This is an optimization exercise on Yosys and OpenROAD, whose aim is small area and few clock cycles, not a production implementation. In this exercise RTL edits were held to simulation tests only and were not proved equivalent to the original. No activity file was given, so power comes from the tool's default toggle rates.

==> flow/design.v <==
package bsfr_pkg;
  localparam int MAX_RESULTS = 8;
  localparam int CFG_IDX_W   = 3;
  localparam logic [CFG_IDX_W-1:0] REG_REPLACE_MODE  = 3'd0;
  localparam logic [CFG_IDX_W-1:0] REG_PATTERN_BYTES = 3'd1;
  localparam logic [CFG_IDX_W-1:0] REG_PATTERN_LEN   = 3'd2;
  localparam logic [CFG_IDX_W-1:0] REG_WORD_BYTES    = 3'd3;
  localparam logic [CFG_IDX_W-1:0] REG_WORD_LEN      = 3'd4;
  localparam logic MODE_TOKEN  = 1'b0;
  localparam logic MODE_STRING = 1'b1;
endpackage
module bsfr_out_buf (
  input  logic               clk,
  input  logic               rst,
  input  logic               accept,      
  input  logic [7:0]         rem_load,    
  input  logic [7:0]         wrem_load,   
  input  logic               bare_load,   
  input  logic               last,        
  input  logic [7:0][7:0]    hist,        
  input  logic [7:0][7:0]    word,
  output logic               more,        
  output logic               top_busy,    
  output logic               result_valid,
  input  logic               result_ready,
  output logic [7:0]         result_byte,
  output logic               result_byte_valid,
  output logic               result_string_end,
  output logic               result_run_end
);
  logic [7:0] rem;
  logic [7:0] wrem;
  logic       bare;
  logic       slast;
  logic [7:0] rem_pop;
  logic [7:0] wrem_pop;
  logic [7:0] rem_base;
  logic [7:0] wrem_base;
  logic [7:0] ssel;
  logic [7:0] wsel;
  logic       pop;
  always_comb begin
    for (int i = 0; i < 8; i++) begin
      rem_pop[i]  = rem[i] && (i < 7 ? rem[i+1] : 1'b0);
      wrem_pop[i] = wrem[i] && (i > 0 ? wrem[i-1] : 1'b0);
      ssel[i]     = rem[i] && !(i < 7 ? rem[i+1] : 1'b0);
      wsel[i]     = wrem[i] && !(i > 0 ? wrem[i-1] : 1'b0);
    end
    result_byte = '0;
    for (int i = 0; i < 8; i++) begin
      result_byte = result_byte | (hist[i] & {8{ssel[i]}}) | (word[i] & {8{wsel[i]}});
    end
  end
  assign result_valid      = (|rem) || (|wrem) || bare;
  assign result_run_end    = !(|rem_pop) && !(|wrem_pop);
  assign result_string_end = slast && result_run_end;
  assign result_byte_valid = !bare;
  assign pop       = result_valid && result_ready;
  assign more      = result_valid && !(result_run_end && result_ready);
  assign top_busy  = rem[7] && !pop;
  assign rem_base  = pop ? rem_pop : rem;
  assign wrem_base = pop ? wrem_pop : wrem;
  always_ff @(posedge clk) begin
    if (rst) begin
      rem  <= '0;
      wrem <= '0;
      bare <= 1'b0;
    end else if (accept) begin
      rem  <= {rem_base[6:0], 1'b0} | rem_load;
      wrem <= wrem_base | wrem_load;
      bare <= (bare && !pop) || bare_load;
    end else if (pop) begin
      rem  <= rem_pop;
      wrem <= wrem_pop;
      bare <= 1'b0;
    end
  end
  always_ff @(posedge clk) begin
    if (accept && !more) begin
      slast <= last;
    end
  end
endmodule
module byte_stream_find_replace (
  input  logic        clk,
  input  logic        rst,
  input  logic        text_valid,
  output logic        text_ready,
  input  logic [7:0]  text_byte,
  input  logic        text_last,
  output logic        result_valid,
  input  logic        result_ready,
  output logic [7:0]  result_byte,
  output logic        result_byte_valid,
  output logic        result_string_end,
  output logic        result_run_end,
  input  logic        cfg_valid,
  output logic        cfg_ready,
  input  logic [2:0]  cfg_index,
  input  logic [63:0] cfg_data
);
  logic              replace_mode;
  logic [7:0][7:0]   pattern_bytes;
  logic [3:0]        pattern_len;
  logic [7:0][7:0]   word_bytes;
  logic [3:0]        word_len;
  logic [7:0][7:0]   hist;       
  logic [6:0]        occ;        
  logic [6:0]        d;          
  logic [7:0]        eq;
  logic [7:0]        pm;         
  logic [7:0]        poh;        
  logic [7:0]        wm;         
  logic [7:0]        occ_app;
  logic [7:0]        dn;
  logic              strm;
  logic              full;
  logic              match;
  logic              hit;
  logic              grow;
  logic              more;
  logic              top_busy;
  logic              accept;
  logic [7:0]        rem_load;
  logic [7:0]        wrem_load;
  logic              bare_load;
  logic [6:0]        occ_next;
  logic [6:0]        d_next;
  logic [63:0]       cfg_d;
  always_comb begin
    for (int i = 0; i < 8; i++) begin
      eq[i] = (text_byte == pattern_bytes[i]);
      pm[i] = pattern_len[3] || (pattern_len[2:0] > 3'(i));
      wm[i] = word_len[3] || (word_len[2:0] > 3'(i));
    end
    for (int i = 0; i < 8; i++) begin
      poh[i] = pm[i] && !(i < 7 ? pm[i+1] : 1'b0);
    end
    occ_app = {occ, 1'b1};
    dn      = {d & eq[7:1], eq[0]};
    strm    = (replace_mode == bsfr_pkg::MODE_STRING) && pm[0];
    full    = |(occ_app & poh);
    match   = |(dn & poh);
    hit     = |(eq & pm);
    grow    = strm && !full && !text_last;
  end
  always_comb begin
    rem_load  = '0;
    wrem_load = '0;
    bare_load = 1'b0;
    occ_next  = '0;
    d_next    = '0;
    if (strm) begin
      if (match) begin
        wrem_load = wm;
        bare_load = text_last && !wm[0];
      end else if (full) begin
        rem_load = text_last ? occ_app : poh;
        if (!text_last) begin
          occ_next = occ;
          d_next   = dn[6:0];
        end
      end else if (text_last) begin
        rem_load = occ_app;
      end else begin
        occ_next = occ_app[6:0];
        d_next   = dn[6:0];
      end
    end else if (replace_mode == bsfr_pkg::MODE_TOKEN && hit) begin
      wrem_load = wm;
      bare_load = text_last && !wm[0];
    end else begin
      rem_load = 8'b1;
    end
  end
  assign text_ready = !more || (grow && !top_busy);
  assign accept     = text_valid && text_ready;
  assign cfg_ready  = 1'b1;
  bsfr_out_buf u_out_buf (
    .clk               (clk),
    .rst               (rst),
    .accept            (accept),
    .rem_load          (rem_load),
    .wrem_load         (wrem_load),
    .bare_load         (bare_load),
    .last              (text_last),
    .hist              (hist),
    .word              (word_bytes),
    .more              (more),
    .top_busy          (top_busy),
    .result_valid      (result_valid),
    .result_ready      (result_ready),
    .result_byte       (result_byte),
    .result_byte_valid (result_byte_valid),
    .result_string_end (result_string_end),
    .result_run_end    (result_run_end)
  );
  assign cfg_d = cfg_data & {64{!rst}};
  always_ff @(posedge clk) begin
    if (rst || (cfg_valid && cfg_index == bsfr_pkg::REG_PATTERN_BYTES)) begin
      pattern_bytes <= cfg_d;
    end
    if (rst || (cfg_valid && cfg_index == bsfr_pkg::REG_WORD_BYTES)) begin
      word_bytes <= cfg_d;
    end
  end
  always_ff @(posedge clk) begin
    if (rst) begin
      replace_mode <= bsfr_pkg::MODE_TOKEN;
      pattern_len  <= '0;
      word_len     <= '0;
      occ          <= '0;
      d            <= '0;
    end else begin
      if (accept) begin
        occ <= occ_next;
        d   <= d_next;
      end
      if (cfg_valid) begin
        unique case (cfg_index)
          bsfr_pkg::REG_REPLACE_MODE: begin
            replace_mode <= cfg_data[0];
            occ          <= '0;
            d            <= '0;
          end
          bsfr_pkg::REG_PATTERN_LEN: begin
            pattern_len <= cfg_data[3:0];
            occ         <= '0;
            d           <= '0;
          end
          bsfr_pkg::REG_WORD_LEN: word_len <= cfg_data[3:0];
          default: ;
        endcase
      end
    end
  end
  always_ff @(posedge clk) begin
    if (accept) begin
      hist <= {hist[6:0], text_byte};
    end
  end
endmodule
==> flow/run.sh <==
#!/bin/bash
# synth_recipe.tcl (not shown) runs the flow's synth.tcl, then flattens the netlist and writes it again
# the make line also repeats each setting of config.mk as NAME=value (left out here)
make -C /OpenROAD-flow-scripts/flow DESIGN_CONFIG=/design/flow/config.mk WORK_HOME=/design/flow/orfs CLKGATE_MAP_FILE= SYNTH_SCRIPT=/design/flow/synth_recipe.tcl finish
==> flow/config.mk <==
export PLATFORM = sky130hd
export DESIGN_NAME = byte_stream_find_replace
export DESIGN_NICKNAME = byte_stream_find_replace
export VERILOG_FILES = /design/flow/design.v
export SDC_FILE = /design/flow/constraint.sdc
export NUM_CORES = 4
export LEC_CHECK = 0
export CAP_MARGIN = 20
export CORE_MARGIN = 2
export CORE_UTILIZATION = 40
export SLEW_MARGIN = 20
==> flow/constraint.sdc <==
create_clock -name core_clock -period 6.0 [get_ports {clk}]
set_input_delay 1.2000 -clock core_clock [delete_from_list [all_inputs] [get_ports {clk}]]
set_output_delay 1.2000 -clock core_clock [all_outputs]
set_load 0.01 [all_outputs]
==> reports/qor_table.md, run 1 <==
| Group | Metric | Value |
|:---|:---|:---|
| logic synthesis | Async set or reset register ratio after synthesis | 0% |
| logic synthesis | Commonest register cell after synthesis | edfxtp_1 |
| layout | Design Area, Final | 11900 µm² |
| global routing | Antenna violations before repair | 2 |
| floorplan | Core box area | 24320 µm² |
| clock network | H-tree levels | 1 |
| floorplan | Die area | 26100 µm² |
| floorplan | Overall die height | 161.5 µm |
| detailed routing | Mean routed wirelength per cell | 23.36 µm |
| global routing | Total track usage | 20.29% |
| power | Share of power burned in registers | 50.7% |
| clock network | Count of buffers added by post-CTS timing repair for setup | 0 |
| logic synthesis | Instance count of the mapped netlist | 716 |
| critical path | Startpoint class of the critical path | flip-flop |
| logic synthesis | Sequential element share of the synthesized area | 66.44% |
| detailed routing | First-pass iteration count of the detailed router | 7 |
| critical path | Worst path slowest cell | nor2b_1 |
| detailed routing | Overall routed net length | 26670 µm |
| job | Number of violations of the max-capacitance limit | 0 |
| clock network | Clock latency (worst-skew pair) | 0.53 ns |
| power | Power density normalized to cell area | 338.9 nW/µm² |
| critical path | Required arrival time at the worst endpoint | 4.80 ns |
| critical path | Worst endpoint data arrival time | 3.35 ns |
| critical path | Critical Path Source | u_out_buf.wrem[0] |
| power | Combinational cell fraction of total power | 12.6% |
| floorplan | Number of placement rows | 57 |
| power | Total internal power | 3.036 mW |
| sta | Pins over their slew limit | 0 |
| clock network | Clock net sink count | 233 |
| layout | Final net count | 879 |
| min path | Kind of path behind the tightest hold check | flip-flop to flip-flop |
| global routing | Remaining global-route overflow | 0 |
| critical path | Crit-path max cell delay | 1.03 ns |
| detailed routing | Number of vias in the routed layout | 6486 |
| critical path | Buffer and inverter count on the worst path | 1 |
| sta | Minimum clock period after layout | 4.551 ns |
| global routing | Pin count of the biggest net entering global routing | 65 |
| clock network | Number of buffers inserted for hold repair after clock tree synthesis | 0 |
| critical path | Reg-to-Reg Start | u_out_buf.rem[7] |
| clock network | Clock slew seen by the registers of the worst setup and hold paths | 0.06 ns |
| logic synthesis | Synth warn | 2 |
| status | Result of the run | finished clean |
| placed design | Post-placement cell area | 11070 µm² |
| logic synthesis | Cells taking the most area after synthesis | edfxtp_1 (58%), dfxtp_1 (8.1%), xnor2_1 (5.4%) |
| sta | Unrepaired setup endpoints after global routing | no |
| critical path | Critical path fanouts, max | 13 |
| floorplan | I/O pin cnt | 95 |
| sta | Worst relative slew slack | 17.16% |
| layout | Growth of design area from synthesis to finish | 19.85% |
| detailed routing | DRT iter0 DRCs | 648 |
| detailed routing | Final routed DRC violation total | 0 |
| min path | Startpoint of the lowest-slack hold path | hist[0] |
| clock network | Clk Tree Root Cell | clkbuf_16 |
| logic synthesis | Library cell occupying the most area in the post-synthesis netlist | edfxtp_1 |
| placed design | Weighted congestion at the end of routability-driven global placement | 0.9035 |
| logic synthesis | Number of enable-type register cells in the synthesized netlist | 193 |
| power | Leakage power of the design | 3.837 nW |
| critical path | Capturing element type of the critical path | output port |
| sta | Slew at the pin closest to its max-slew limit | 1.240 ns |
| sta | Worst clock skew | 0.01246 ns |
| sta | Total negative slack for setup checks | 0 ns |
| clock network | Inserted Clock Buffers | 25 |
| clock network | Number of gates given a new drive strength after cts | 0 |
| clock network | Clock tree from TritonCTS | built |
| logic synthesis | Share of Yosys cell area claimed by the top area cell type | 58.37% |
| global routing | Vias in the first global route | 6392 |
| floorplan | Die span in x | 161.5 µm |
| logic synthesis | Number of synthesized register bits | 233 |
| sta | Period utilisation layout | 75.85% |
| global routing | First-pass GRT wire length | 39780 µm |
| power | Switching power as a share of total power | 24.70% |
| placed design | Half-perimeter wire length after placement | 18310 µm |
| critical path | Top cell family by delay on the critical path | simple AND/OR/NAND/NOR gates |
| logic synthesis | Post-synth cell types | 62 |
| critical path | Cell breakdown of the critical path | nor2b_1, a22oi_1, and4_1, nand4_1, clkdlybuf4s50_1 |
| clock network | Max clock buf depth | 3 |
| layout | Share of layout cells above drive strength 1 | 7.711% |
| sta | Number of hold violations in the final report | 0 |
| detailed routing | Post-DR vias/cell | 5.680 |
| logic synthesis | Post-synthesis area per instance | 13.87 µm² |
| detailed routing | Antenna-violating nets left | 0 |
| logic synthesis | Mapped Nets | 797 |
| logic synthesis | Combined area of all synthesized cells | 9928 µm² |
| placed design | Count of buffers inserted at the top-level ports | 93 |
| floorplan | Starting density of the core | 40.82% |
| sta | Setup violations, final | 0 |
| critical path | Kind of critical path | flip-flop to output port |
| power | Net load switching power | 995.8 µW |
| power | Clock network fraction of design power | 36.7% |
| power | Worst vdd rail ir drop | 0.0001711 V |
| sta | Achievable clock frequency | 219.7 MHz |
==> per-stage QoR <==
stage	util (%)	worst slack (ns)	instances	power, mW	hold WS, ns
6_report	48.93	1.449	1142	4.032	0.4526
5_1_grt	48.93	1.460	1142	4.165	0.4554
4_1_cts	48.80	1.547	1140	4.049	0.4510
3_5_place_dp	45.52	1.687	1094	2.577	0.4347
3_3_place_gp	45.52	1.823	1094	2.563	0.4305
2_1_floorplan	-	-0.4196	716	2.330	0.4252
==> cell usage after synthesis, types with 7 or more instances <==
master and number:
clkbuf_1 27, dfxtp_1 40, a22oi_1 34, nor3_1 13
o21ai_0 22, a32o_1 12, a221oi_1 7, a21oi_1 9
nand2_1 13, edfxtp_1 193, nor2b_1 78, nand4_1 25
a222oi_1 13, nor2_1 30, mux2i_1 7, xnor2_1 61
o211ai_1 9, inv_1 10, buf_4 11
==> kinds of logic (layout without fill, tap and decap cells) <==
family                     Yosys count  in the layout  share of synthesized area [%]
muxes                                7              7                         0.7058
xor gates and xnor gates            64             64                          5.646
and+or+nand+nor                    202            202                          11.93
other                                1              2                        0.03777
DFF                                233            233                          66.44
adders and majority gates            1              1                         0.1008
AOI/OAI and AO/OA                  150            150                          11.97
buffers and inverters               58            159                          3.163
==> path summary, 6_finish.rpt <==
path         slack [ns]        endpoint  cells after the start
max                1.45  result_byte[1]                      5
min                0.45         hist[8]                      0
max reg2reg        2.50        hist[30]                      8
min reg2reg        0.45         hist[8]                      0
==> cell type report <==
class | count | area [µm²]
Antenna cell | 1 | 2.502
Clock buffer | 34 | 734.5
Clock inverter | 12 | 65.06
Fill cell | 2106 | 12420
Inverter | 11 | 41.29
Multi-Input combinational cell | 425 | 3040
Sequential cell | 233 | 6596
Tap cell | 324 | 405.4
Timing Repair Buffer | 102 | 1013
==> state kept, by name, indices dropped and copies added, names as in the netlist <==
name,count
hist,64
pattern_bytes,64
word_bytes,64
u_out_buf.rem,8
u_out_buf.wrem,8
d,7
occ,7
pattern_len,4
word_len,4
replace_mode,1
u_out_buf.bare,1
u_out_buf.slast,1
==> worst register-to-register path: cells and delay by family (launching register included) <==
kind,cells,cell delay (ns)
buf+inv,2,1.32
simple gates,5,1.14
flops,1,0.50
compound gates,1,0.19
==> per-layer routing <==
layer	routed length, µm	vias to the layer above	track usage [%]
met5	0	-	0
met4	598	0	5.641
met3	2191	43	3.749
met2	12060	310	31.06
met1	11830	3209	29.71
li1	-	2924	-
==> power by group through the flow <==
| stage | clock network (mW) | registers [mW] | logic (mW) |
|---|---|---|---|
| final | 1.48 | 2.05 | 0.509 |
| after detailed placement | 0 | 2.07 | 0.504 |
| after global routing | 1.56 | 2.06 | 0.544 |
| after CTS | 1.50 | 2.04 | 0.507 |
| after floorplan | 0 | 2.04 | 0.294 |
| after global placement | 0 | 2.07 | 0.495 |
==> placed cells by master (no fill, tap or decap), drive strengths merged, types with 2 or more instances in the layout <==
cell type,Yosys,layout
and2b,5,5
o21ai,22,22
a31oi,6,6
o211ai,9,9
nor3,14,14
clkdlybuf4s50,0,92
xor2,3,3
and3,5,5
nor2b,78,78
o22ai,4,4
a32oi,4,4
a22oi,35,35
o21a,6,6
buf,17,10
a21boi,3,3
a211oi,4,4
a22o,6,6
or4,3,3
a222oi,13,13
nor2,30,30
dfxtp,40,40
nand2,15,15
mux2i,7,7
nand4,26,26
nor4b,2,2
xnor2,61,61
a32o,12,12
nor4,5,5
edfxtp,193,193
and2,4,4
o31ai,4,4
nand3,5,5
clkbuf,30,34
inv,10,11
and4,6,6
a221oi,7,7
a21oi,9,9
clkinv,1,12
Testbench counts, summed over its fixed seeds: cycles 43,086.
==> run 2: changes to the inputs <==
--- a/flow/design.v
+++ b/flow/design.v
@@ -21,2 +21,3 @@
   input  logic [7:0][7:0]    word,
+  input  logic               word_set,    
   output logic               more,        
@@ -46,3 +47,3 @@
       ssel[i]     = rem[i] && !(i < 7 ? rem[i+1] : 1'b0);
-      wsel[i]     = wrem[i] && !(i > 0 ? wrem[i-1] : 1'b0);
+      wsel[i]     = word_set && wrem[i] && !(i > 0 ? wrem[i-1] : 1'b0);
     end
@@ -128,6 +129,9 @@
   logic [6:0]        d_next;
-  logic [63:0]       cfg_d;
+  logic              pat_set;    
+  logic              word_set;   
+  logic              eqz;
+  assign eqz = (text_byte == 8'h00);
   always_comb begin
     for (int i = 0; i < 8; i++) begin
-      eq[i] = (text_byte == pattern_bytes[i]);
+      eq[i] = pat_set ? (text_byte == pattern_bytes[i]) : eqz;
       pm[i] = pattern_len[3] || (pattern_len[2:0] > 3'(i));
@@ -188,2 +192,3 @@
     .word              (word_bytes),
+    .word_set          (word_set),
     .more              (more),
@@ -197,9 +202,17 @@
   );
-  assign cfg_d = cfg_data & {64{!rst}};
-  always_ff @(posedge clk) begin
-    if (rst || (cfg_valid && cfg_index == bsfr_pkg::REG_PATTERN_BYTES)) begin
-      pattern_bytes <= cfg_d;
-    end
-    if (rst || (cfg_valid && cfg_index == bsfr_pkg::REG_WORD_BYTES)) begin
-      word_bytes <= cfg_d;
+  always_ff @(posedge clk) begin
+    if (cfg_valid && cfg_index == bsfr_pkg::REG_PATTERN_BYTES) begin
+      pattern_bytes <= cfg_data;
+    end
+    if (cfg_valid && cfg_index == bsfr_pkg::REG_WORD_BYTES) begin
+      word_bytes <= cfg_data;
+    end
+  end
+  always_ff @(posedge clk) begin
+    if (rst) begin
+      pat_set  <= 1'b0;
+      word_set <= 1'b0;
+    end else if (cfg_valid) begin
+      if (cfg_index == bsfr_pkg::REG_PATTERN_BYTES) pat_set  <= 1'b1;
+      if (cfg_index == bsfr_pkg::REG_WORD_BYTES)    word_set <= 1'b1;
     end
--- a/flow/config.mk
+++ b/flow/config.mk
@@ -9,3 +9,4 @@
 export CORE_MARGIN = 2
-export CORE_UTILIZATION = 40
+export CORE_UTILIZATION = 70
+export CTS_BUF_LIST = sky130_fd_sc_hd__clkbuf_4 sky130_fd_sc_hd__clkbuf_8
 export SLEW_MARGIN = 20
==> run 2 against run 1 <==
Sequential share of layout area is 2.5 points higher. Routed wire length down 5.5%. Area after synthesis fell by 1.6%. Sequential cell count rose by 2. Combinational power increased by 130%. Hold slack got worse by 0.0044 ns. Synthesized cell count is 3.8% lower. Critical path depth unchanged. Final cell count shrank 13%. Register-to-register slack improved by 0.07 ns. First-iteration DRC count increased by 66%. Largest cell class unchanged.
==> reports/qor_table.md, run 2 <==
| Group | Metric | Value | vs previous |
|:---|:---|:---|:---|
| sta | Number of hold violations in the final report | 0 | unchanged |
| floorplan | Number of placement rows | 43 | was 57 |
| logic synthesis | Number of synthesized register bits | 235 | was 233 |
| power | Worst vdd rail ir drop | 0.0003070 V | was 0.0001711 V |
| logic synthesis | Cells taking the most area after synthesis | edfxtp_1 (59%), dfxtp_1 (8.6%), xnor2_1 (5.0%) | was edfxtp_1 (58%), dfxtp_1 (8.1%), xnor2_1 (5.4%) |
| logic synthesis | Async set or reset register ratio after synthesis | 0% | unchanged |
| layout | Number of antenna repair diodes | 0 | was 1 |
| floorplan | I/O pin cnt | 95 | unchanged |
| critical path | Worst endpoint data arrival time | 3.22 ns | was 3.35 ns |
| floorplan | Die area | 14910 µm² | was 26100 µm² |
| logic synthesis | Most frequent cell after synthesis | edfxtp_1 | unchanged |
| power | Leakage power of the design | 3.703 nW | was 3.837 nW |
| layout | Growth of design area from synthesis to finish | 17.20% | was 19.85% |
| clock network | Inserted Clock Buffers | 36 | was 25 |
| sta | Worst relative slew slack | 26.69% | was 17.16% |
| detailed routing | Overall routed net length | 25210 µm | was 26670 µm |
| logic synthesis | Post-synthesis area per instance | 14.18 µm² | was 13.87 µm² |
| detailed routing | Mean routed wirelength per cell | 25.46 µm | was 23.36 µm |
| logic synthesis | Share of Yosys cell area claimed by the top area cell type | 59.34% | was 58.37% |
| detailed routing | First-pass iteration count of the detailed router | 6 | was 7 |
| clock network | Clock latency (worst-skew pair) | 0.53 ns | about the same |
| critical path | Critical path fanouts, max | 20 | was 13 |
| floorplan | Die span in x | 122.1 µm | was 161.5 µm |
| floorplan | Core box area | 13770 µm² | was 24320 µm² |
| logic synthesis | Synth warn | 2 | unchanged |
| critical path | Kind of critical path | primary input to output port | was flip-flop to output port |
| placed design | Half-perimeter wire length after placement | 17240 µm | was 18310 µm |
| sta | Unrepaired setup endpoints after global routing | no | unchanged |
| logic synthesis | Post-synth cell types | 71 | was 62 |
| logic synthesis | Library cell occupying the most area in the post-synthesis netlist | edfxtp_1 | unchanged |
| power | Post-layout power | 4.796 mW | was 4.032 mW |
| sta | Setup violations, final | 0 | unchanged |
| global routing | Vias in the first global route | 6623 | was 6392 |
| global routing | Antenna violations before repair | 0 | was 2 |
| detailed routing | Final routed DRC violation total | 0 | unchanged |
| min path | Kind of path behind the tightest hold check | flip-flop to flip-flop | unchanged |
| clock network | Clock slew seen by the registers of the worst setup and hold paths | 0.06 ns | about the same |
| critical path | Startpoint class of the critical path | primary input | was flip-flop |
| layout | Layout Cells excl Fill | 990 | was 1142 |
| sta | Total negative slack for setup checks | 0 ns | unchanged |
| layout | Final net count | 863 | was 879 |
| status | Result of the run | finished clean | unchanged |
| critical path | Reg-to-reg setup timing slack | 2.57 ns | was 2.50 ns |
| clock network | Max clock buf depth | 3 | unchanged |
| detailed routing | Post-DR vias/cell | 6.842 | was 5.680 |
| layout | Registers with the most flip-flops | hist (64), pattern_bytes (64), word_bytes (64) | unchanged |
| sta | Minimum clock period after layout | 4.423 ns | was 4.551 ns |
| sta | Slew at the pin closest to its max-slew limit | 1.085 ns | was 1.240 ns |
| logic synthesis | Instance count of the mapped netlist | 689 | was 716 |
| logic synthesis | Mapped Nets | 770 | was 797 |
| logic synthesis | Number of enable-type register cells in the synthesized netlist | 193 | unchanged |
| logic synthesis | Sequential element share of the synthesized area | 67.95% | was 66.44% |
| placed design | Cell total after placement | 924 | was 1094 |
| global routing | Remaining global-route overflow | 0 | unchanged |
| floorplan | Starting density of the core | 70.91% | was 40.82% |
| detailed routing | Antenna-violating nets left | 0 | unchanged |
| placed design | Post-Place Worst Slack | 1.548 ns | was 1.687 ns |
| critical path | Capturing element type of the critical path | output port | unchanged |
| placed design | Weighted congestion at the end of routability-driven global placement | 0.9301 | was 0.9035 |
| layout | Share of layout cells above drive strength 1 | 9.753% | was 7.711% |
| sta | Achievable clock frequency | 226.1 MHz | was 219.7 MHz |
| sta | Worst clock skew | 0.02739 ns | was 0.01246 ns |
| detailed routing | Number of vias in the routed layout | 6774 | was 6486 |
| clock network | Clock net sink count | 235 | was 233 |
| logic synthesis | Commonest register cell after synthesis | edfxtp_1 | unchanged |
| layout | Commonest cells after routing, fill and taps aside | edfxtp_1 (193), clkdlybuf4s50_1 (93), xnor2_1 (56) | was edfxtp_1 (193), clkdlybuf4s50_1 (92), nor2b_1 (78) |
| sta | Worst hold slack across all endpoints | 0.4482 ns | was 0.4526 ns |
| power | Power density normalized to cell area | 419.0 nW/µm² | was 338.9 nW/µm² |
| clock network | Clk Tree Root Cell | clkbuf_8 | was clkbuf_16 |
| global routing | First-pass GRT wire length | 37770 µm | was 39780 µm |
| logic synthesis | Combined area of all synthesized cells | 9767 µm² | was 9928 µm² |
| layout | Layout filler cell count | 699 | was 2106 |
| critical path | Required arrival time at the worst endpoint | 4.80 ns | about the same |
| sta | Pins over their slew limit | 0 | unchanged |
| logic synthesis | Most common library cells after synthesis | edfxtp_1 (193), xnor2_1 (56), dfxtp_1 (42) | was edfxtp_1 (193), nor2b_1 (78), xnor2_1 (61) |
| detailed routing | DRT iter0 DRCs | 1075 | was 648 |
| global routing | Total track usage | 34.80% | was 20.29% |
| sta | Period utilisation layout | 73.72% | was 75.85% |
| clock network | Clock tree from TritonCTS | built | unchanged |
| clock network | Count of buffers added by post-CTS timing repair for setup | 0 | unchanged |
| clock network | Number of gates given a new drive strength after cts | 0 | unchanged |
| job | Number of violations of the max-capacitance limit | 0 | unchanged |
| clock network | H-tree levels | 2 | was 1 |
| sta | Setup ws final | 1.577 ns | was 1.449 ns |
| placed design | Count of buffers inserted at the top-level ports | 93 | unchanged |
| layout | Commonest non-fill, non-tap cell in the layout | edfxtp_1 | unchanged |
| global routing | Pin count of the biggest net entering global routing | 44 | was 65 |
| clock network | Number of buffers inserted for hold repair after clock tree synthesis | 0 | unchanged |
| floorplan | Overall die height | 122.1 µm | was 161.5 µm |
run 2: worst paths after layout:
kind	start	to	depth (start not counted)
worst min-delay path	hist[33]	hist[41]	0
worst min register to register	hist[33]	hist[41]	0
worst max-delay path	text_last	text_ready	5
worst max register to register	pattern_len[3]	hist[10]	8
run 2: layout make-up:
| cell class | instances | area, µm² | share of cell area, % |
|---|---|---|---|
| flip-flops and latches | 235 | 6636 | 57.97 |
| multi-input cells | 402 | 2872 | 25.08 |
| repair buffers | 99 | 975.9 | 8.526 |
| clock buffers | 47 | 596.8 | 5.214 |
| well taps | 180 | 225.2 | 1.967 |
| clock inverters | 19 | 111.4 | 0.9728 |
| inverters | 8 | 30.03 | 0.2623 |
run 2: cells by family after synthesis:
kind of cell               Yosys count  share of synthesized area [%]
buffers and inverters               52                          2.741
adders and majority gates            2                         0.2050
DFF                                235                          67.95
AOI/OAI and AO/OA                  158                          12.68
and+or+nand+nor                    168                          9.723
other                                1                        0.03840
xor gates and xnor gates            64                          5.739
muxes                                9                         0.9224
run 2: routing by layer:
metal  routed length, µm  vias up  track usage (%)  part of all wire, %
met1                9537     3232            48.72                   38
met5                   0        -                0                    0
met2               11610      578            53.04                   46
met3                3288       76            9.925                   13
met4                 767        0            12.28                  3.0
li1                    -     2888                -                    -
run 2: worst max-delay path: stages:
cell and delay [ns]:
clkdlybuf4s50_1 0.90, nor3_1 0.15, a211o_1 0.35, and2_1 0.16
clkdlybuf4s50_1 0.47
run 2: through the flow:
step / area, µm² / util [%]
finish: 11450 / 83.11
CTS: 11450 / 83.11
detailed placement: 10740 / 77.97
floorplan: 9767 / -
global route: 11450 / 83.11
global placement: 10740 / 77.97
run 2: power breakdown:
part	leakage, nW	switching, mW	internal, mW
Combinational	1.21	0.679	0.481
Sequential	2.12	0.200	2.13
Clock	0.368	0.609	0.696
Testbench counts of run 2, summed over its fixed seeds: cycles 43,086.
==> run 3: changes to the inputs <==
--- a/flow/config.mk
+++ b/flow/config.mk
@@ -9,4 +9,3 @@
 export CORE_MARGIN = 2
-export CORE_UTILIZATION = 70
-export CTS_BUF_LIST = sky130_fd_sc_hd__clkbuf_4 sky130_fd_sc_hd__clkbuf_8
+export CORE_UTILIZATION = 40
 export SLEW_MARGIN = 20
==> run 3 against run 2 <==
Clock skew is 0.0095 ns lower. Final area is 3.6% higher. Hold slack hardly changed. Count of clock-buffer cells in the layout is 19 lower.
==> reports/qor_table.md, run 3 <==
| Group | Metric | Value | vs previous |
|:---|:---|:---|:---|
| layout | Registers with the most flip-flops | hist (64), pattern_bytes (64), word_bytes (64) | unchanged |
| logic synthesis | Library cell occupying the most area in the post-synthesis netlist | edfxtp_1 | unchanged |
| clock network | Clk Tree Root Cell | clkbuf_16 | was clkbuf_8 |
| clock network | Clock latency (worst-skew pair) | 0.54 ns | was 0.53 ns |
| logic synthesis | Post-synthesis area per instance | 14.18 µm² | unchanged |
| clock network | Clock net sink count | 235 | unchanged |
| clock network | Max clock buf depth | 3 | unchanged |
| placed design | Half-perimeter wire length after placement | 18250 µm | was 17240 µm |
| layout | Final net count | 853 | was 863 |
| min path | Kind of path behind the tightest hold check | flip-flop to flip-flop | unchanged |
| critical path | Required arrival time at the worst endpoint | 4.80 ns | about the same |
| placed design | Count of buffers inserted at the top-level ports | 93 | unchanged |
| critical path | Worst path slowest cell | clkdlybuf4s50_1 | unchanged |
| sta | Period utilisation layout | 74.17% | was 73.72% |
| sta | Pins over their slew limit | 0 | unchanged |
| detailed routing | Number of vias in the routed layout | 6463 | was 6774 |
| floorplan | Starting density of the core | 40.40% | was 70.91% |
| sta | Number of hold violations in the final report | 0 | unchanged |
| detailed routing | Detailed-routed wire length on met2 | 12710 µm | was 11610 µm |
| clock network | H-tree levels | 1 | was 2 |
| sta | Slew at the pin closest to its max-slew limit | 1.014 ns | was 1.085 ns |
| critical path | Kind of critical path | primary input to output port | unchanged |
| detailed routing | Final routed DRC violation total | 0 | unchanged |
| min path | Startpoint of the lowest-slack hold path | hist[1] | was hist[33] |
| layout | Share of layout cells above drive strength 1 | 8.460% | was 9.753% |
| floorplan | Die area | 25680 µm² | was 14910 µm² |
| sta | Setup violations, final | 0 | unchanged |
| critical path | Reg-to-Reg Start | pattern_len[3] | unchanged |
| status | Result of the run | finished clean | unchanged |
| global routing | Antenna violations before repair | 2 | was 0 |
| critical path | Top cell family by delay on the critical path | buffers and inverters | unchanged |
| sta | Unrepaired setup endpoints after global routing | no | unchanged |
| job | Number of violations of the max-capacitance limit | 0 | unchanged |
| power | Post-layout power | 5.181 mW | was 4.796 mW |
| logic synthesis | Combined area of all synthesized cells | 9767 µm² | unchanged |
| logic synthesis | Most frequent cell after synthesis | edfxtp_1 | unchanged |
| sta | Minimum clock period after layout | 4.450 ns | was 4.423 ns |
| layout | Layout filler cell count | 2074 | was 699 |
| detailed routing | First-pass iteration count of the detailed router | 7 | was 6 |
| global routing | Pin count of the biggest net entering global routing | 66 | was 44 |
| logic synthesis | Number of synthesized register bits | 235 | unchanged |
| floorplan | Number of placement rows | 57 | was 43 |
| detailed routing | DRT iter0 DRCs | 558 | was 1075 |
| sta | Setup ws final | 1.550 ns | was 1.577 ns |
| layout | Number of antenna repair diodes | 0 | unchanged |
| power | Worst vdd rail ir drop | 0.0002447 V | was 0.0003070 V |
| critical path | Crit-path max cell delay | 0.93 ns | was 0.90 ns |
| critical path | Worst endpoint data arrival time | 3.25 ns | was 3.22 ns |
| detailed routing | Antenna-violating nets left | 0 | unchanged |
| power | Leakage power of the design | 3.775 nW | was 3.703 nW |
| clock network | Count of buffers added by post-CTS timing repair for setup | 0 | unchanged |
| logic synthesis | Synth warn | 2 | unchanged |
| layout | Commonest cells after routing, fill and taps aside | edfxtp_1 (193), clkdlybuf4s50_1 (93), xnor2_1 (56) | unchanged |
| logic synthesis | Mapped Nets | 770 | unchanged |
| logic synthesis | Number of enable-type register cells in the synthesized netlist | 193 | unchanged |
| placed design | Post-Place Worst Slack | 1.485 ns | was 1.548 ns |
| clock network | Number of buffers inserted for hold repair after clock tree synthesis | 0 | unchanged |
| floorplan | Core box area | 24180 µm² | was 13770 µm² |
| critical path | Startpoint class of the critical path | primary input | unchanged |
| clock network | Number of gates given a new drive strength after cts | 0 | unchanged |
| floorplan | I/O pin cnt | 95 | unchanged |
| sta | Total negative slack for setup checks | 0 ns | unchanged |
| critical path | Buffer and inverter count on the worst path | 2 | unchanged |
| detailed routing | Overall routed net length | 26800 µm | was 25210 µm |
| sta | Worst relative slew slack | 32.27% | was 26.69% |
| global routing | First-pass GRT wire length | 39960 µm | was 37770 µm |
| detailed routing | Mean routed wirelength per cell | 24.01 µm | was 25.46 µm |
| placed design | Cell total after placement | 1068 | was 924 |
| logic synthesis | Sequential element share of the synthesized area | 67.95% | unchanged |
| critical path | Capturing element type of the critical path | output port | unchanged |
| detailed routing | Total routed wire length on the met1 layer | 11420 µm | was 9537 µm |
| sta | Achievable clock frequency | 224.7 MHz | was 226.1 MHz |
| clock network | Clock slew seen by the registers of the worst setup and hold paths | 0.06 ns | about the same |
| logic synthesis | Share of Yosys cell area claimed by the top area cell type | 59.34% | unchanged |
| floorplan | Overall die height | 160.3 µm | was 122.1 µm |
| logic synthesis | Commonest register cell after synthesis | edfxtp_1 | unchanged |
| clock network | Clock tree from TritonCTS | built | unchanged |
| critical path | Cell breakdown of the critical path | clkdlybuf4s50_1, nor3_1, a211o_1, and2_1, clkdlybuf4s50_1 | unchanged |
| sta | Worst clock skew | 0.01792 ns | was 0.02739 ns |
| critical path | Critical path fanouts, max | 20 | unchanged |
| global routing | Total track usage | 20.60% | was 34.80% |
| logic synthesis | Most common library cells after synthesis | edfxtp_1 (193), xnor2_1 (56), dfxtp_1 (42) | unchanged |
| logic synthesis | Post-synth cell types | 71 | unchanged |
| sta | Worst hold slack across all endpoints | 0.4479 ns | was 0.4482 ns |
| layout | Commonest non-fill, non-tap cell in the layout | edfxtp_1 | unchanged |
| layout | Layout Cells excl Fill | 1116 | was 990 |
| critical path | Most prevalent standard cell on the critical path | clkdlybuf4s50_1 | unchanged |
| detailed routing | Post-DR vias/cell | 5.791 | was 6.842 |
| global routing | Vias in the first global route | 6428 | was 6623 |
| power | Power density normalized to cell area | 437.0 nW/µm² | was 419.0 nW/µm² |
| placed design | Weighted congestion at the end of routability-driven global placement | 0.8118 | was 0.9301 |
| logic synthesis | Instance count of the mapped netlist | 689 | unchanged |
| clock network | Inserted Clock Buffers | 26 | was 36 |
| global routing | Remaining global-route overflow | 0 | unchanged |
| critical path | Critical Path Source | text_last | unchanged |
| floorplan | Die span in x | 160.3 µm | was 122.1 µm |
| logic synthesis | Async set or reset register ratio after synthesis | 0% | unchanged |
| layout | Growth of design area from synthesis to finish | 21.37% | was 17.20% |
| detailed routing | Highest Signal Layer | met5 | was met4 |
| logic synthesis | Cells taking the most area after synthesis | edfxtp_1 (59%), dfxtp_1 (8.6%), xnor2_1 (5.0%) | unchanged |
| detailed routing | Wire length on met3 | 2191 µm | was 3288 µm |
-- run 3: cell counts after synthesis --
No cell type changed its count.
-- run 3: cells by family after synthesis --
group / count (synthesis) / synth area share, %
adders and majority gates: 2 / 0.2050
DFF: 235 / 67.95
and+or+nand+nor: 168 / 9.723
AOI/OAI and AO/OA: 158 / 12.68
xor gates and xnor gates: 64 / 5.739
other: 1 / 0.03840
muxes: 9 / 0.9224
buffers and inverters: 52 / 2.741
-- run 3: metrics by stage --
step           area (µm²)  util (%)
3_3_place_gp        10920     45.16
3_5_place_dp        10930     45.19
2_1_floorplan        9767         -
4_1_cts             11850     49.03
5_1_grt             11850     49.03
6_report            11850     49.03
-- run 3: metal layers --
layer	global-route usage, %	up-vias
li1	-	2879
met1	27.88	3230
met2	33.90	312
met3	4.779	40
met4	4.832	2
met5	0	-
-- run 3: path summary, 6_finish.rpt --
| check | slack, ns | end | depth (start not counted) |
|---|---|---|---|
| setup / recovery | 1.55 | text_ready | 5 |
| hold / removal | 0.45 | hist[9] | 0 |
| setup reg to reg | 2.37 | hist[1] | 7 |
| hold reg to reg | 0.45 | hist[9] | 0 |
-- run 3: power breakdown --
part           total (mW)  internal [mW]  switching [mW]
logic                1.17          0.476           0.698
registers            2.30           2.13           0.170
clock network        1.71           1.04           0.669
-- run 3: area by class of cell --
class	count	area [µm²]	share of cell area [%]
clock inverter	20	249.0	2.100
inverter	8	30.03	0.2533
clock buffer	28	679.4	5.731
multi-input combinational	402	2878	24.28
sequential	235	6636	55.98
tap	324	405.4	3.420
timing repair buffer	99	975.9	8.233
==> run 4: changes to the inputs <==
--- a/flow/design.v
+++ b/flow/design.v
@@ -15,4 +15,4 @@
   input  logic               accept,      
-  input  logic [7:0]         rem_load,    
-  input  logic [7:0]         wrem_load,   
+  input  logic [7:0]         mask_load,   
+  input  logic               wsrc_load,   
   input  logic               bare_load,   
@@ -31,27 +31,24 @@
 );
-  logic [7:0] rem;
-  logic [7:0] wrem;
+  logic [7:0] mask;
+  logic       wsrc;
   logic       bare;
   logic       slast;
-  logic [7:0] rem_pop;
-  logic [7:0] wrem_pop;
-  logic [7:0] rem_base;
-  logic [7:0] wrem_base;
-  logic [7:0] ssel;
-  logic [7:0] wsel;
+  logic [7:0] mask_pop;
+  logic [7:0] mask_base;
+  logic [7:0] sel;
   logic       pop;
   always_comb begin
-    for (int i = 0; i < 8; i++) begin
-      rem_pop[i]  = rem[i] && (i < 7 ? rem[i+1] : 1'b0);
-      wrem_pop[i] = wrem[i] && (i > 0 ? wrem[i-1] : 1'b0);
-      ssel[i]     = rem[i] && !(i < 7 ? rem[i+1] : 1'b0);
-      wsel[i]     = word_set && wrem[i] && !(i > 0 ? wrem[i-1] : 1'b0);
+    for (int k = 0; k < 8; k++) begin
+      mask_pop[k] = mask[k] && (k < 7 ? mask[k+1] : 1'b0);
+      sel[k]      = mask[k] && !(k < 7 ? mask[k+1] : 1'b0);
     end
     result_byte = '0;
-    for (int i = 0; i < 8; i++) begin
-      result_byte = result_byte | (hist[i] & {8{ssel[i]}}) | (word[i] & {8{wsel[i]}});
-    end
-  end
-  assign result_valid      = (|rem) || (|wrem) || bare;
-  assign result_run_end    = !(|rem_pop) && !(|wrem_pop);
+    for (int k = 0; k < 8; k++) begin
+      result_byte = result_byte
+                  | (hist[k]   & {8{sel[k] && !wsrc}})
+                  | (word[7-k] & {8{sel[k] && wsrc && word_set}});
+    end
+  end
+  assign result_valid      = (|mask) || bare;
+  assign result_run_end    = !(|mask_pop);
   assign result_string_end = slast && result_run_end;
@@ -60,17 +57,13 @@
   assign more      = result_valid && !(result_run_end && result_ready);
-  assign top_busy  = rem[7] && !pop;
-  assign rem_base  = pop ? rem_pop : rem;
-  assign wrem_base = pop ? wrem_pop : wrem;
+  assign top_busy  = mask[7] && !wsrc && !pop;
+  assign mask_base = pop ? mask_pop : mask;
   always_ff @(posedge clk) begin
     if (rst) begin
-      rem  <= '0;
-      wrem <= '0;
+      mask <= '0;
       bare <= 1'b0;
     end else if (accept) begin
-      rem  <= {rem_base[6:0], 1'b0} | rem_load;
-      wrem <= wrem_base | wrem_load;
+      mask <= (wsrc ? mask_base : {mask_base[6:0], 1'b0}) | mask_load;
       bare <= (bare && !pop) || bare_load;
     end else if (pop) begin
-      rem  <= rem_pop;
-      wrem <= wrem_pop;
+      mask <= mask_pop;
       bare <= 1'b0;
@@ -81,2 +74,3 @@
       slast <= last;
+      wsrc  <= wsrc_load;
     end
@@ -124,4 +118,5 @@
   logic              accept;
-  logic [7:0]        rem_load;
-  logic [7:0]        wrem_load;
+  logic [7:0]        mask_load;
+  logic              wsrc_load;
+  logic [7:0]        wm_rev;
   logic              bare_load;
@@ -138,2 +133,3 @@
       wm[i] = word_len[3] || (word_len[2:0] > 3'(i));
+      wm_rev[7-i] = wm[i];
     end
@@ -151,4 +147,4 @@
   always_comb begin
-    rem_load  = '0;
-    wrem_load = '0;
+    mask_load = '0;
+    wsrc_load = 1'b0;
     bare_load = 1'b0;
@@ -158,6 +154,7 @@
       if (match) begin
-        wrem_load = wm;
+        mask_load = wm_rev;
+        wsrc_load = 1'b1;
         bare_load = text_last && !wm[0];
       end else if (full) begin
-        rem_load = text_last ? occ_app : poh;
+        mask_load = text_last ? occ_app : poh;
         if (!text_last) begin
@@ -167,3 +164,3 @@
       end else if (text_last) begin
-        rem_load = occ_app;
+        mask_load = occ_app;
       end else begin
@@ -173,6 +170,7 @@
     end else if (replace_mode == bsfr_pkg::MODE_TOKEN && hit) begin
-      wrem_load = wm;
+      mask_load = wm_rev;
+      wsrc_load = 1'b1;
       bare_load = text_last && !wm[0];
     end else begin
-      rem_load = 8'b1;
+      mask_load = 8'b1;
     end
@@ -186,4 +184,4 @@
     .accept            (accept),
-    .rem_load          (rem_load),
-    .wrem_load         (wrem_load),
+    .mask_load         (mask_load),
+    .wsrc_load         (wsrc_load),
     .bare_load         (bare_load),
--- a/flow/config.mk
+++ b/flow/config.mk
@@ -7,5 +7,9 @@
 export LEC_CHECK = 0
+export ABC_AREA = 1
 export CAP_MARGIN = 20
 export CORE_MARGIN = 2
-export CORE_UTILIZATION = 40
+export CORE_UTILIZATION = 85
+export CTS_BUF_LIST = sky130_fd_sc_hd__clkbuf_16
+export CTS_CLUSTER_DIAMETER = 120
+export CTS_CLUSTER_SIZE = 50
 export SLEW_MARGIN = 20
==> run 4 against run 3 <==
The flow now stops in 3_3_place_gp. Area after synthesis grew 4.3%. Synthesized cell count grew 35%.
==> reports/qor_table.md, run 4 <==
| Group | Metric | Value | vs previous |
|:---|:---|:---|:---|
| status | Result of the run | did not finish | was finished clean |
| status | Halt point of the flow | 3_3_place_gp |  |
| status | Tool error | [ERROR GPL-0301] Utilization 100.555 % exceeds 100%. |  |
| logic synthesis | Post-synthesis compound-gate area fraction | 7.944% | was 12.68% |
| logic synthesis | Synth warn | 2 | unchanged |
| logic synthesis | Adder-cell share of the synthesized area | 0% | was 0.2050% |
| logic synthesis | Async set or reset register ratio after synthesis | 0% | unchanged |
| logic synthesis | Number of enable-type register cells in the synthesized netlist | 194 | was 193 |
| logic synthesis | Most common library cells after synthesis | nand2_1 (226), edfxtp_1 (194), inv_1 (87) | was edfxtp_1 (193), xnor2_1 (56), dfxtp_1 (42) |
| floorplan | Die span in x | 113.5 µm | was 160.3 µm |
| logic synthesis | Number of synthesized register bits | 228 | was 235 |
| floorplan | I/O pin cnt | 95 | unchanged |
| floorplan | Starting density of the core | 88.12% | was 40.40% |
| logic synthesis | Cells taking the most area after synthesis | edfxtp_1 (57%), nand2_1 (8.3%), dfxtp_1 (6.7%) | was edfxtp_1 (59%), dfxtp_1 (8.6%), xnor2_1 (5.0%) |
| logic synthesis | Combined area of all synthesized cells | 10190 µm² | was 9767 µm² |
| logic synthesis | Library cell occupying the most area in the post-synthesis netlist | edfxtp_1 | unchanged |
| logic synthesis | Share of Yosys cell area claimed by the top area cell type | 57.16% | was 59.34% |
| logic synthesis | Mapped Nets | 1012 | was 770 |
| floorplan | Number of placement rows | 39 | was 57 |
| logic synthesis | Share of cell area taken by muxes after synthesis | 0% | was 0.9224% |
| logic synthesis | Post-synth cell types | 49 | was 71 |
| logic synthesis | Post-synthesis share of cell area spent on xor and xnor gates | 4.727% | was 5.739% |
| logic synthesis | Commonest register cell after synthesis | edfxtp_1 | unchanged |
| logic synthesis | Simple-Gate Fraction of Synth Area | 18.20% | was 9.723% |
| logic synthesis | Sequential element share of the synthesized area | 63.84% | was 67.95% |
| floorplan | Overall die height | 113.5 µm | was 160.3 µm |
| placed design | Count of buffers inserted at the top-level ports | 93 | unchanged |
| logic synthesis | Post-synthesis area per instance | 10.95 µm² | was 14.18 µm² |
| logic synthesis | Instance count of the mapped netlist | 931 | was 689 |
| logic synthesis | Most frequent cell after synthesis | nand2_1 | was edfxtp_1 |
| logic synthesis | Largest family of logic cells by synthesized area | simple AND/OR/NAND/NOR gates | was compound AO/OA/AOI/OAI gates |
run 4: cell types whose count changed after synthesis, moves of 16 or more:
cell      delta
clkbuf_1    -17
a222oi_1    -16
inv_1       +79
nand2_1    +209
nor2b_1     -16
a21oi_1     +30
a22oi_1     -25
nor2_1      +41
run 4: logic make-up after synthesis:
logic type / count (synthesis)
simple gates: 405
flops: 228
compound gates: 128
buf+inv: 114
xor+xnor: 55
other cells: 1
Testbench counts of run 4, summed over its fixed seeds: cycles 43,086.
==> run 5: changes to the inputs <==
--- a/flow/config.mk
+++ b/flow/config.mk
@@ -10,6 +10,6 @@
 export CORE_MARGIN = 2
-export CORE_UTILIZATION = 85
-export CTS_BUF_LIST = sky130_fd_sc_hd__clkbuf_16
-export CTS_CLUSTER_DIAMETER = 120
-export CTS_CLUSTER_SIZE = 50
+export CORE_UTILIZATION = 70
+export CTS_BUF_LIST = sky130_fd_sc_hd__clkbuf_8 sky130_fd_sc_hd__clkbuf_16
+export CTS_CLUSTER_DIAMETER = 80
+export CTS_CLUSTER_SIZE = 30
 export SLEW_MARGIN = 20
==> run 5 against run 4 <==
The run now finishes clean. Area after synthesis unchanged. Synthesized cell count did not move.
==> reports/qor_table.md, run 5 <==
| Group | Metric | Value | vs previous |
|:---|:---|:---|:---|
| clock network | Count of buffers added by post-CTS timing repair for setup | 0 |  |
| floorplan | Die area | 15540 µm² |  |
| detailed routing | Final routed DRC violation total | 0 |  |
| status | Result of the run | finished clean | was did not finish |
| global routing | Pin count of the biggest net entering global routing | 92 |  |
| global routing | Vias in the first global route | 7878 |  |
| logic synthesis | Number of synthesized register bits | 228 | unchanged |
| global routing | Remaining global-route overflow | 0 |  |
| logic synthesis | Mapped Nets | 1012 | unchanged |
| power | Leakage power of the design | 4.269 nW |  |
| critical path | Worst path slowest cell | a2111oi_0 |  |
| layout | Share of layout cells above drive strength 1 | 6.335% |  |
| critical path | Required arrival time at the worst endpoint | 4.80 ns |  |
| clock network | Inserted Clock Buffers | 12 |  |
| layout | Number of antenna repair diodes | 0 |  |
| floorplan | Overall die height | 124.7 µm | was 113.5 µm |
| detailed routing | Post-DR vias/cell | 6.585 |  |
| sta | Period utilisation layout | 79.29% |  |
| layout | Final net count | 1101 |  |
| critical path | End of the worst register-to-register path | occ[0] |  |
| logic synthesis | Library cell occupying the most area in the post-synthesis netlist | edfxtp_1 | unchanged |
| placed design | Count of buffers inserted at the top-level ports | 93 | unchanged |
| sta | Setup violations, final | 0 |  |
| sta | Number of hold violations in the final report | 0 |  |
| layout | Commonest non-fill, non-tap cell in the layout | nand2_1 |  |
| critical path | Worst endpoint data arrival time | 3.56 ns |  |
| layout | Registers with the most flip-flops | hist (64), pattern_bytes (64), word_bytes (64) |  |
| power | Worst vdd rail ir drop | 0.0002685 V |  |
| clock network | H-tree levels | 1 |  |
| logic synthesis | Cells taking the most area after synthesis | edfxtp_1 (57%), nand2_1 (8.3%), dfxtp_1 (6.7%) | unchanged |
| clock network | Clk Tree Root Cell | clkbuf_16 |  |
| critical path | Kind of critical path | flip-flop to output port |  |
| detailed routing | Overall routed net length | 29650 µm |  |
| clock network | Max clock buf depth | 3 |  |
| layout | Growth of design area from synthesis to finish | 13.59% |  |
| sta | Worst clock skew | 0.04235 ns |  |
| sta | Unrepaired setup endpoints after global routing | no |  |
| floorplan | Core box area | 14370 µm² |  |
| sta | Slew at the pin closest to its max-slew limit | 1.010 ns |  |
| logic synthesis | Commonest register cell after synthesis | edfxtp_1 | unchanged |
| logic synthesis | Combined area of all synthesized cells | 10190 µm² | unchanged |
| logic synthesis | Most frequent cell after synthesis | nand2_1 | unchanged |
| clock network | Clock tree from TritonCTS | built |  |
| logic synthesis | Post-synthesis area per instance | 10.95 µm² | unchanged |
| placed design | Half-perimeter wire length after placement | 20270 µm |  |
| clock network | Number of gates given a new drive strength after cts | 0 |  |
| logic synthesis | Sequential element share of the synthesized area | 63.84% | unchanged |
| critical path | Cell breakdown of the critical path | inv_1, nand2_1, inv_1, nand2_1, nand3_1, a2111oi_0, nand4_1, clkdlybuf4s50_1 |  |
| clock network | Clock net sink count | 228 |  |
| critical path | Top cell family by delay on the critical path | buffers and inverters |  |
| critical path | Capturing element type of the critical path | output port |  |
| sta | Pins over their slew limit | 0 |  |
| detailed routing | DRT iter0 DRCs | 1421 |  |
| global routing | Total track usage | 37.74% |  |
| logic synthesis | Number of enable-type register cells in the synthesized netlist | 194 | unchanged |
| logic synthesis | Synth warn | 2 | unchanged |
| critical path | Reg-to-reg setup timing slack | 3.22 ns |  |
| critical path | Startpoint class of the critical path | flip-flop |  |
| sta | Worst relative slew slack | 32.42% |  |
| layout | Commonest cells after routing, fill and taps aside | nand2_1 (226), edfxtp_1 (194), clkdlybuf4s50_1 (93) |  |
| critical path | Reg-to-Reg Start | pattern_len[3] |  |
| sta | Minimum clock period after layout | 4.757 ns |  |
| logic synthesis | Share of Yosys cell area claimed by the top area cell type | 57.16% | unchanged |
| placed design | Weighted congestion at the end of routability-driven global placement | 0.9303 |  |
| sta | Setup ws final | 1.243 ns |  |
| floorplan | Die span in x | 124.7 µm | was 113.5 µm |
| logic synthesis | Async set or reset register ratio after synthesis | 0% | unchanged |
| detailed routing | Mean routed wirelength per cell | 24.50 µm |  |
| layout | Fraction of the core area covered by cells at the end of the flow | 80.56% |  |
| placed design | Cell total after placement | 1190 |  |
| placed design | Post-Place Worst Slack | 1.928 ns |  |
| detailed routing | First-pass iteration count of the detailed router | 7 |  |
| sta | Worst hold slack across all endpoints | 0.4614 ns |  |
| sta | Total negative slack for setup checks | 0 ns |  |
| power | Power density normalized to cell area | 306.7 nW/µm² |  |
| floorplan | Number of placement rows | 44 | was 39 |
| critical path | Worst r2r path cells | 14 |  |
| layout | Layout Cells excl Fill | 1210 |  |
| sta | Achievable clock frequency | 210.2 MHz |  |
| detailed routing | Number of vias in the routed layout | 7968 |  |
| min path | Hold path endpoint | hist[54] |  |
| job | Number of violations of the max-capacitance limit | 0 |  |
| global routing | Antenna violations before repair | 0 |  |
| global routing | First-pass GRT wire length | 44530 µm |  |
| clock network | Clock latency (worst-skew pair) | 0.49 ns |  |
| detailed routing | Antenna-violating nets left | 0 |  |
| logic synthesis | Post-synth cell types | 49 | unchanged |
| clock network | Number of buffers inserted for hold repair after clock tree synthesis | 0 |  |
| critical path | Critical path fanouts, max | 15 |  |
| min path | Kind of path behind the tightest hold check | flip-flop to flip-flop |  |
| min path | Cell depth of the worst hold path | 0 |  |
| clock network | Clock slew seen by the registers of the worst setup and hold paths | 0.10 ns |  |
| floorplan | I/O pin cnt | 95 | unchanged |
| floorplan | Starting density of the core | 70.92% | was 88.12% |
| logic synthesis | Instance count of the mapped netlist | 931 | unchanged |
| min path | Startpoint of the lowest-slack hold path | hist[46] |  |
| critical path | Buffer and inverter count on the worst path | 3 |  |
| logic synthesis | Most common library cells after synthesis | nand2_1 (226), edfxtp_1 (194), inv_1 (87) | unchanged |
| critical path | Crit-path max cell delay | 0.78 ns |  |
-- run 5: cell counts after synthesis --
No cell type changed its count.
-- run 5: cell families (layout without fill, tap and decap cells) --
family	count (synthesis)	count (layout)	synth area share (%)
simple gates	405	405	18.20
compound gates	128	128	7.944
flops	228	228	63.84
other cells	1	1	0.03680
buf+inv	114	209	5.255
xor+xnor	55	55	4.727
-- run 5: routing by layer --
metal  vias up  track usage [%]  wire (µm)
met5         -                0          0
met4         0            22.01       2134
met3       157            7.388       3399
met2       731            62.42      14200
met1      3704            46.63       9915
li1       3376                -          -
-- run 5: how the worst max path moves through the flow --
stage,to,startpoint,cells after the start,slack [ns]
CTS,result_byte[2],u_out_buf.wsrc,8,1.42
floorplan,word_bytes[0],cfg_valid,4,-0.32
global placement,text_ready,text_last,5,2.08
global route,result_byte[2],u_out_buf.wsrc,8,1.14
detailed placement,result_byte[0],u_out_buf.wsrc,8,1.93
finish,result_byte[2],u_out_buf.wsrc,8,1.24
-- run 5: cell type report --
type | count | area, µm²
Sequential cell | 228 | 6506
Multi-Input combinational cell | 589 | 3159
Fill cell | 759 | 2793
Timing Repair Buffer | 95 | 945.9
Inverter | 94 | 365.4
Clock buffer | 12 | 300.3
Tap cell | 184 | 230.2
Clock inverter | 8 | 68.82
-- run 5: per-stage QoR --
stage	cell area, µm²	total power, mW
6_report	11580	3.550
3_5_place_dp	11210	2.633
5_1_grt	11580	3.621
2_1_floorplan	10190	2.353
4_1_cts	11580	3.507
3_3_place_gp	11210	2.591
-- run 5: power by group --
group | total (mW) | internal [mW] | switching, mW
logic | 0.647 | 0.238 | 0.408
clock network | 0.910 | 0.389 | 0.521
registers | 1.99 | 1.90 | 0.0970
==> run 6: changes to the inputs <==
--- a/flow/config.mk
+++ b/flow/config.mk
@@ -7,9 +7,8 @@
 export LEC_CHECK = 0
-export ABC_AREA = 1
 export CAP_MARGIN = 20
 export CORE_MARGIN = 2
-export CORE_UTILIZATION = 70
+export CORE_UTILIZATION = 75
 export CTS_BUF_LIST = sky130_fd_sc_hd__clkbuf_8 sky130_fd_sc_hd__clkbuf_16
-export CTS_CLUSTER_DIAMETER = 80
-export CTS_CLUSTER_SIZE = 30
+export CTS_CLUSTER_DIAMETER = 60
+export CTS_CLUSTER_SIZE = 24
 export SLEW_MARGIN = 20
==> run 6 against run 5 <==
Sequential power is 3% lower. Critical path type unchanged. Critical endpoint is now result_byte[6]. Clock skew decreased by 0.027 ns. Combinational power down 34%. Maximum frequency is 4.6% lower. Global-route usage grew 7.4 points. Die area is 11% lower. Power decreased by 5.4%. Area after synthesis is 4.6% lower. Core utilization rose by 7.9 points. Clock power grew 9.9%. Highest routed layer unchanged.
==> reports/qor_table.md, run 6 <==
| Group | Metric | Value | vs previous |
|:---|:---|:---|:---|
| logic synthesis | Combined area of all synthesized cells | 9722 µm² | was 10190 µm² |
| sta | Worst relative slew slack | 19.00% | was 32.42% |
| global routing | First-pass GRT wire length | 46240 µm | was 44530 µm |
| clock network | Clock latency (worst-skew pair) | 0.49 ns | about the same |
| floorplan | Core box area | 12620 µm² | was 14370 µm² |
| sta | Period utilisation layout | 83.13% | was 79.29% |
| sta | Number of hold violations in the final report | 0 | unchanged |
| logic synthesis | Async set or reset register ratio after synthesis | 0% | unchanged |
| critical path | Critical Path Source | u_out_buf.wsrc | unchanged |
| logic synthesis | Commonest register cell after synthesis | edfxtp_1 | unchanged |
| detailed routing | Final routed DRC violation total | 0 | unchanged |
| global routing | Pin count of the biggest net entering global routing | 68 | was 92 |
| layout | Growth of design area from synthesis to finish | 14.77% | was 13.59% |
| clock network | H-tree levels | 1 | unchanged |
| critical path | Reg-to-Reg Start | u_out_buf.mask[7] | was pattern_len[3] |
| logic synthesis | Synth warn | 2 | unchanged |
| global routing | Vias in the first global route | 7447 | was 7878 |
| logic synthesis | Cells taking the most area after synthesis | edfxtp_1 (60%), dfxtp_1 (7.0%), xnor2_1 (4.3%) | was edfxtp_1 (57%), nand2_1 (8.3%), dfxtp_1 (6.7%) |
| floorplan | Starting density of the core | 77.04% | was 70.92% |
| logic synthesis | Sequential element share of the synthesized area | 66.92% | was 63.84% |
| sta | Worst clock skew | 0.01546 ns | was 0.04235 ns |
| min path | Kind of path behind the tightest hold check | flip-flop to flip-flop | unchanged |
| clock network | Clk Tree Root Cell | clkbuf_16 | unchanged |
| logic synthesis | Library cell occupying the most area in the post-synthesis netlist | edfxtp_1 | unchanged |
| global routing | Remaining global-route overflow | 0 | unchanged |
| clock network | Max clock buf depth | 3 | unchanged |
| logic synthesis | Instance count of the mapped netlist | 699 | was 931 |
| layout | Commonest cells after routing, fill and taps aside | edfxtp_1 (194), clkdlybuf4s50_1 (93), nor2_1 (49) | was nand2_1 (226), edfxtp_1 (194), clkdlybuf4s50_1 (93) |
| detailed routing | First-pass iteration count of the detailed router | 8 | was 7 |
| placed design | Post-placement cell area | 10730 µm² | was 11210 µm² |
| critical path | Capturing element type of the critical path | output port | unchanged |
| floorplan | Number of placement rows | 41 | was 44 |
| power | Power density normalized to cell area | 301.1 nW/µm² | was 306.7 nW/µm² |
| clock network | Clock slew seen by the registers of the worst setup and hold paths | 0.09 ns | was 0.10 ns |
| detailed routing | DRT iter0 DRCs | 1565 | was 1421 |
| power | Leakage power of the design | 3.562 nW | was 4.269 nW |
| layout | Final net count | 862 | was 1101 |
| logic synthesis | Number of enable-type register cells in the synthesized netlist | 194 | unchanged |
| global routing | Total track usage | 45.13% | was 37.74% |
| clock network | Clock net sink count | 228 | unchanged |
| critical path | Kind of critical path | flip-flop to output port | unchanged |
| sta | Setup violations, final | 0 | unchanged |
| sta | Achievable clock frequency | 200.5 MHz | was 210.2 MHz |
| sta | Setup ws final | 1.012 ns | was 1.243 ns |
| clock network | Inserted Clock Buffers | 14 | was 12 |
| critical path | Reg-to-reg setup timing slack | 1.84 ns | was 3.22 ns |
| clock network | Clock tree from TritonCTS | built | unchanged |
| sta | Total negative slack for setup checks | 0 ns | unchanged |
| logic synthesis | Number of synthesized register bits | 228 | unchanged |
| logic synthesis | Most common library cells after synthesis | edfxtp_1 (194), nor2_1 (51), xnor2_1 (48) | was nand2_1 (226), edfxtp_1 (194), inv_1 (87) |
| critical path | Required arrival time at the worst endpoint | 4.80 ns | about the same |
| detailed routing | Post-DR vias/cell | 7.762 | was 6.585 |
| placed design | Count of buffers inserted at the top-level ports | 93 | unchanged |
| placed design | Weighted congestion at the end of routability-driven global placement | 0.9285 | was 0.9303 |
| layout | Design Area, Final | 11160 µm² | was 11580 µm² |
| clock network | Number of gates given a new drive strength after cts | 0 | unchanged |
| clock network | Number of buffers inserted for hold repair after clock tree synthesis | 0 | unchanged |
| layout | Share of layout cells above drive strength 1 | 5.830% | was 6.335% |
| logic synthesis | Mapped Nets | 780 | was 1012 |
| job | Number of violations of the max-capacitance limit | 0 | unchanged |
| critical path | Worst endpoint data arrival time | 3.79 ns | was 3.56 ns |
| sta | Slew at the pin closest to its max-slew limit | 1.211 ns | was 1.010 ns |
| clock network | Count of buffers added by post-CTS timing repair for setup | 0 | unchanged |
| critical path | Critical path fanouts, max | 33 | was 15 |
| sta | Unrepaired setup endpoints after global routing | no | unchanged |
| status | Result of the run | finished clean | unchanged |
| layout | Fraction of the core area covered by cells at the end of the flow | 88.42% | was 80.56% |
| sta | Minimum clock period after layout | 4.988 ns | was 4.757 ns |
| power | Post-layout power | 3.360 mW | was 3.550 mW |
| global routing | Antenna violations before repair | 0 | unchanged |
| detailed routing | Number of vias in the routed layout | 7459 | was 7968 |
| sta | Pins over their slew limit | 0 | unchanged |
| detailed routing | Antenna-violating nets left | 0 | unchanged |
| layout | Registers with the most flip-flops | hist (64), pattern_bytes (64), word_bytes (64) | unchanged |
| detailed routing | Mean routed wirelength per cell | 32.31 µm | was 24.50 µm |
| critical path | Startpoint class of the critical path | flip-flop | unchanged |
| logic synthesis | Share of Yosys cell area claimed by the top area cell type | 59.92% | was 57.16% |
| placed design | Half-perimeter wire length after placement | 19630 µm | was 20270 µm |
| floorplan | Overall die height | 117.9 µm | was 124.7 µm |
| logic synthesis | Post-synthesis area per instance | 13.91 µm² | was 10.95 µm² |
| floorplan | I/O pin cnt | 95 | unchanged |
| floorplan | Die span in x | 117.9 µm | was 124.7 µm |
| logic synthesis | Most frequent cell after synthesis | edfxtp_1 | was nand2_1 |
| layout | Commonest non-fill, non-tap cell in the layout | edfxtp_1 | was nand2_1 |
| power | Worst vdd rail ir drop | 0.0003043 V | was 0.0002685 V |
| layout | Number of antenna repair diodes | 0 | unchanged |
| min path | Startpoint of the lowest-slack hold path | hist[29] | was hist[46] |
| placed design | Post-Place Worst Slack | 1.393 ns | was 1.928 ns |
| floorplan | Die area | 13890 µm² | was 15540 µm² |
| detailed routing | Overall routed net length | 31050 µm | was 29650 µm |
| logic synthesis | Post-synth cell types | 77 | was 49 |
[run 6: changes by cell type in the layout (fill, tap and decap cells not counted), sizes merged, moves of 22 or more]
cell	previous run	this run
nand3	34	7
a21oi	46	19
nor2	89	52
a22oi	4	26
nand2	235	28
inv	101	21
[run 6: routing by layer]
metal | global-route usage (%) | share of wire (%) | up-vias | routed length, µm
met5 | 0 | 0 | - | 0
met2 | 70.57 | 45 | 925 | 14010
met3 | 11.87 | 15 | 213 | 4778
met4 | 28.24 | 8.6 | 0 | 2669
met1 | 56.73 | 31 | 3436 | 9596
li1 | - | - | 2885 | -
[run 6: where the power goes]
group	internal, mW	switching, mW	total (mW)	leakage [nW]
Clock	0.465	0.537	1.00	0.218
Sequential	1.85	0.0840	1.93	2.07
Combinational	0.169	0.257	0.427	1.28
Total	2.48	0.878	3.36	3.56
[run 6: kinds of logic (layout without fill, tap and decap cells)]
| family | after synthesis | count (layout) | share of synthesized area, % |
|---|---|---|---|
| other | 1 | 1 | 0.03857 |
| buffers and inverters | 48 | 138 | 2.548 |
| AND/OR/NAND/NOR | 169 | 169 | 9.138 |
| AO/OA/AOI/OAI | 175 | 175 | 13.99 |
| multiplexers | 14 | 14 | 1.596 |
| XOR/XNOR | 64 | 64 | 5.766 |
| flip-flops | 228 | 228 | 66.92 |
[run 6: critical path, stage by stage, from the launching register on]
cell	delay (ns)
edfxtp_1	0.33
buf_4	0.36
nand2_1	0.32
nor2_1	0.95
a22o_1	0.30
a221oi_1	0.05
o221ai_1	0.15
nand4b_1	0.22
clkdlybuf4s50_1	0.58
[run 6: final timing paths]
check / depth (start not counted) / to
setup / recovery: 8 / result_byte[6]
hold / removal: 0 / hist[37]
setup reg to reg: 8 / d[5]
hold reg to reg: 0 / hist[37]
[run 6: layout make-up]
| type | count | area [µm²] |
|---|---|---|
| Sequential cell | 228 | 6506 |
| Clock buffer | 15 | 375.4 |
| Inverter | 17 | 66.31 |
| Multi-Input combinational cell | 423 | 2979 |
| Fill cell | 473 | 1461 |
| Clock inverter | 9 | 55.05 |
| Timing Repair Buffer | 97 | 960.9 |
| Tap cell | 172 | 215.2 |
[run 6: per-stage QoR]
stage,hold slack [ns],instances
2_1_floorplan,0.4180,699
3_3_place_gp,0.4303,937
3_5_place_dp,0.4347,937
4_1_cts,0.4612,961
5_1_grt,0.4792,961
6_report,0.4642,961

static timing again, ports no longer ideal:
The results above use ideal ports. As a check the final layouts listed here were re-extracted and re-timed, cells and wires unchanged. Step 1 assumes that a clkbuf_16 drives the clock port and a buf_2 every other input. Step 2 adds t to the input delays and takes it off the output delays; t is the mean of the earliest and latest rising clock arrival at the registers after step 1. Input paths then give back, and output paths get back, about the clock's delay inside the block. a / b / c = ideal ports / drivers / drivers and shift; a / b = the first two.
run | t (ns) | slack for setup (ns) | worst setup path after step 2 | slew at the worst register clock pin (ns) | worst slew at a driven data input, ns
run 1 | 0.571 | 1.449 / 1.400 / 1.671 | input to register | 0.06 / 0.06 | 0.07
run 2 | 0.559 | 1.577 / 1.541 / 1.457 | input to register | 0.07 / 0.07 | 0.06
run 3 | 0.570 | 1.550 / 1.521 / 1.481 | input to register | 0.07 / 0.07 | 0.05
run 5 | 0.520 | 1.243 / 1.196 / 1.716 | register to output | 0.12 / 0.12 | 0.05
run 6 | 0.522 | 1.012 / 0.974 / 1.145 | input to register | 0.10 / 0.10 | 0.05
After both steps setup and hold are still met in every run listed. The setup slack of run 2, which loses most, moves by -0.036 ns with the drivers and by -0.120 ns with both steps.
